From an optimization exercise on the open Yosys and OpenROAD flow, aimed at small area; shortcuts taken in it are not production practice.
In this exercise RTL edits were held to simulation tests only and were not proved equivalent to the original.
Power figures rest on the tool's default switching activity, not on a simulated workload.

Design max_pool_argmax_relu, start of the top module:
module max_pool_argmax_relu
(
    input  logic                     aclk,
    input  logic                     aresetn,
    input  logic                     cfg_wen,
    input  logic [mpar_pkg::CFG_ADDR_BITS-1:0] cfg_addr,
    input  logic [mpar_pkg::CFG_DATA_BITS-1:0] cfg_wdata,
    input  logic                     s_valid,
    output logic                     s_ready,
    input  logic signed [mpar_pkg::SAMPLE_BITS-1:0] s_sample,
    output logic                     m_valid,
    input  logic                     m_ready,
    output logic [mpar_pkg::POOLED_BITS-1:0]   m_pooled,
    output logic [mpar_pkg::MASK_BITS-1:0]     m_winner_mask,
    output logic [mpar_pkg::PLANE_BITS-1:0]    m_plane_index,
    output logic                     m_frame_last
);
    localparam int HB = mpar_pkg::HALF_BITS;
    localparam int PB = mpar_pkg::PLANE_BITS;
    localparam int SB = mpar_pkg::SAMPLE_BITS;
    localparam int LB = mpar_pkg::LINE_BITS;
    logic [HB-1:0] half_m1_reg;
    logic [PB-1:0] planes_m1_reg;
    logic          cpar_reg, rpar_reg;
    logic [HB-1:0] cidx_reg, ridx_reg;
    logic          plane_zero_reg, plane_adv_reg;
    logic [PB-1:0] plane;
    logic signed [SB-1:0] left_reg;
    logic [SB-1:0]        left_next;
    logic                 out_valid_reg;
    logic [mpar_pkg::POOLED_BITS-1:0] res_pooled;
    logic [mpar_pkg::MASK_BITS-1:0]   res_mask;
    logic [mpar_pkg::MASK_BITS-2:0]   out_mask_reg;
    logic [PB-1:0]        out_plane_reg;
    logic                 out_last_reg;
    logic          s_acc, restart, pair_end, row_end, plane_end, produce;
    logic          col_last, row_last, plane_last;
    logic [7:0]    w_half;
    logic [HB-1:0] half_m1_new;
    logic [PB-1:0] planes_m1_new;
    logic signed [SB-1:0] pair_max, top_max, all_max;
  ...
clock: 10.0 ns
lec_check: 0
cap_margin: 5
core_margin: 2
core_utilization: 65
cts_buf_list: sky130_fd_sc_hd__clkbuf_8
cts_cluster_diameter: 50
cts_cluster_size: 20
slew_margin: 5
standard.sh (not shown) runs the stock make flow with config.mk's settings and CLKGATE_MAP_FILE= SYNTH_SCRIPT=/design/flow/synth_recipe.tcl, a recipe that flattens the netlist after the stock synthesis.
==> flow/flow/run.sh <==
#!/bin/bash
# Standard ORFS layout, with clock tree and port buffering options passed through.
set -euo pipefail
export CTS_ARGS="-sink_clustering_enable -repair_clock_nets -dont_use_dummy_load -sink_clustering_size 20 -sink_clustering_max_diameter 50 -buf_list sky130_fd_sc_hd__clkbuf_8"
export BUFFER_PORTS_ARGS="-buffer_cell sky130_fd_sc_hd__buf_1"
bash standard.sh finish > standard.log 2>&1
The starting point completed with no timing, DRC or antenna violations.
Edit:
Settings changed: ABC_AREA set to 1, CAP_MARGIN 5 to 20, SLEW_MARGIN 5 to 20.
What happened: The new run passed the timing, DRC and antenna checks; clock power is about the same; hold slack is better by 10 ps; synthesized cell count increases by 7.2%.
Edit:
Settings changed: ABC_AREA 1 to unset.
What happened:
- cell count drops by 4.4%
- die area barely changes
- non-clock buffer count grows by 2
- maximum frequency goes down by 1.4%
- critical path depth came out lower by 4
- power goes down by 0.38%


Setup of the reference run:
max_pool_argmax_relu, a different RTL version from the one above (not shown whole).
Size in the first run: ~3100 cells after synthesis, ~2400 flip-flops, ~60 I/O pins, roughly 76000 µm² of cells after synthesis.
==> flow/config.mk <==
export PLATFORM = sky130hd
export DESIGN_NAME = max_pool_argmax_relu
export DESIGN_NICKNAME = max_pool_argmax_relu
export VERILOG_FILES = /design/flow/design.v
export SDC_FILE = /design/flow/constraint.sdc
export NUM_CORES = 4
export LEC_CHECK = 0
export CAP_MARGIN = 20
export CORE_MARGIN = 2
export CORE_UTILIZATION = 40
export SLEW_MARGIN = 20
==> flow/constraint.sdc <==
create_clock -name core_clock -period 10.0 [get_ports {aclk}]
set_input_delay 2.0000 -clock core_clock [delete_from_list [all_inputs] [get_ports {aclk}]]
set_output_delay 2.0000 -clock core_clock [all_outputs]
set_load 0.01 [all_outputs]
run.sh (not shown) runs the stock make flow with config.mk's settings and CLKGATE_MAP_FILE= SYNTH_SCRIPT=/design/flow/synth_recipe.tcl, a recipe that flattens the netlist after the stock synthesis.
Stock flow here: none of the scripts above is used.
Modified inputs, the trial run compared to the reference run
- an added CTS_BUF_LIST of sky130_fd_sc_hd__clkbuf_8 sky130_fd_sc_hd__clkbuf_16
- a change of CORE_UTILIZATION from 40 to 65
- an added CTS_CLUSTER_SIZE of 50
Results
On sequential share of layout area: the trial run sits above the reference run. The reference run has completed all stages; timing, DRC and antenna checks passed. The trial run reached the end of the flow, and the finished layout is clean on the timing, DRC and antenna checks. Maximum frequency from static timing analysis sits higher in the trial run than in the reference run. When the trial run is set beside the reference run, its endpoint arrival time on the critical path turns out to be 690 ps smaller. Diff the reference run -> the trial run: die extent in x went down by 21%; largest stage delay on the critical path was more or less identical; first-pass GRT wire length went up by about 3%.

-- re-timing with driven ports --
The results above use ideal ports. As a check the final layouts listed here were re-extracted and re-timed, cells and wires unchanged. Step 1, drivers: a clkbuf_16 drives aclk and a buf_2 each remaining input, both assumed. Step 2 moves the port delays by t, midway between the first and last clock arrival at a register: inputs arrive t later, outputs are due t later. That takes back most of the time a late clock gives input paths. a / b / c = ideal / step 1 / step 2; a / b = the first two.
| run | shift t [ns] | slack for setup (ns) | worst setup path after step 2 | slew at the worst register clock pin (ns) | pins driven straight from the clock port |
|---|---|---|---|---|---|
| the first run of note 1 | 0.873 | 3.013 / 3.039 / 2.167 | input to register | 0.12 / 0.12 | 1 |
| the second run of note 1 | 0.893 | 3.514 / 3.475 / 2.581 | input to register | 0.11 / 0.11 | 1 |
| the third run of note 1 | 0.869 | 3.425 / 3.457 / 2.589 | input to register | 0.12 / 0.12 | 1 |
| the reference run | 0.874 | 2.392 / 2.439 / 1.565 | input to register | 0.07 / 0.07 | 1 |
| the trial run | 0.871 | 3.073 / 3.117 / 2.246 | input to register | 0.08 / 0.08 | 1 |
After both steps every run listed still meets setup and hold. For the second run of note 1, which loses most, drivers alone change the setup slack by -0.039 ns; drivers and shift together by -0.933 ns.
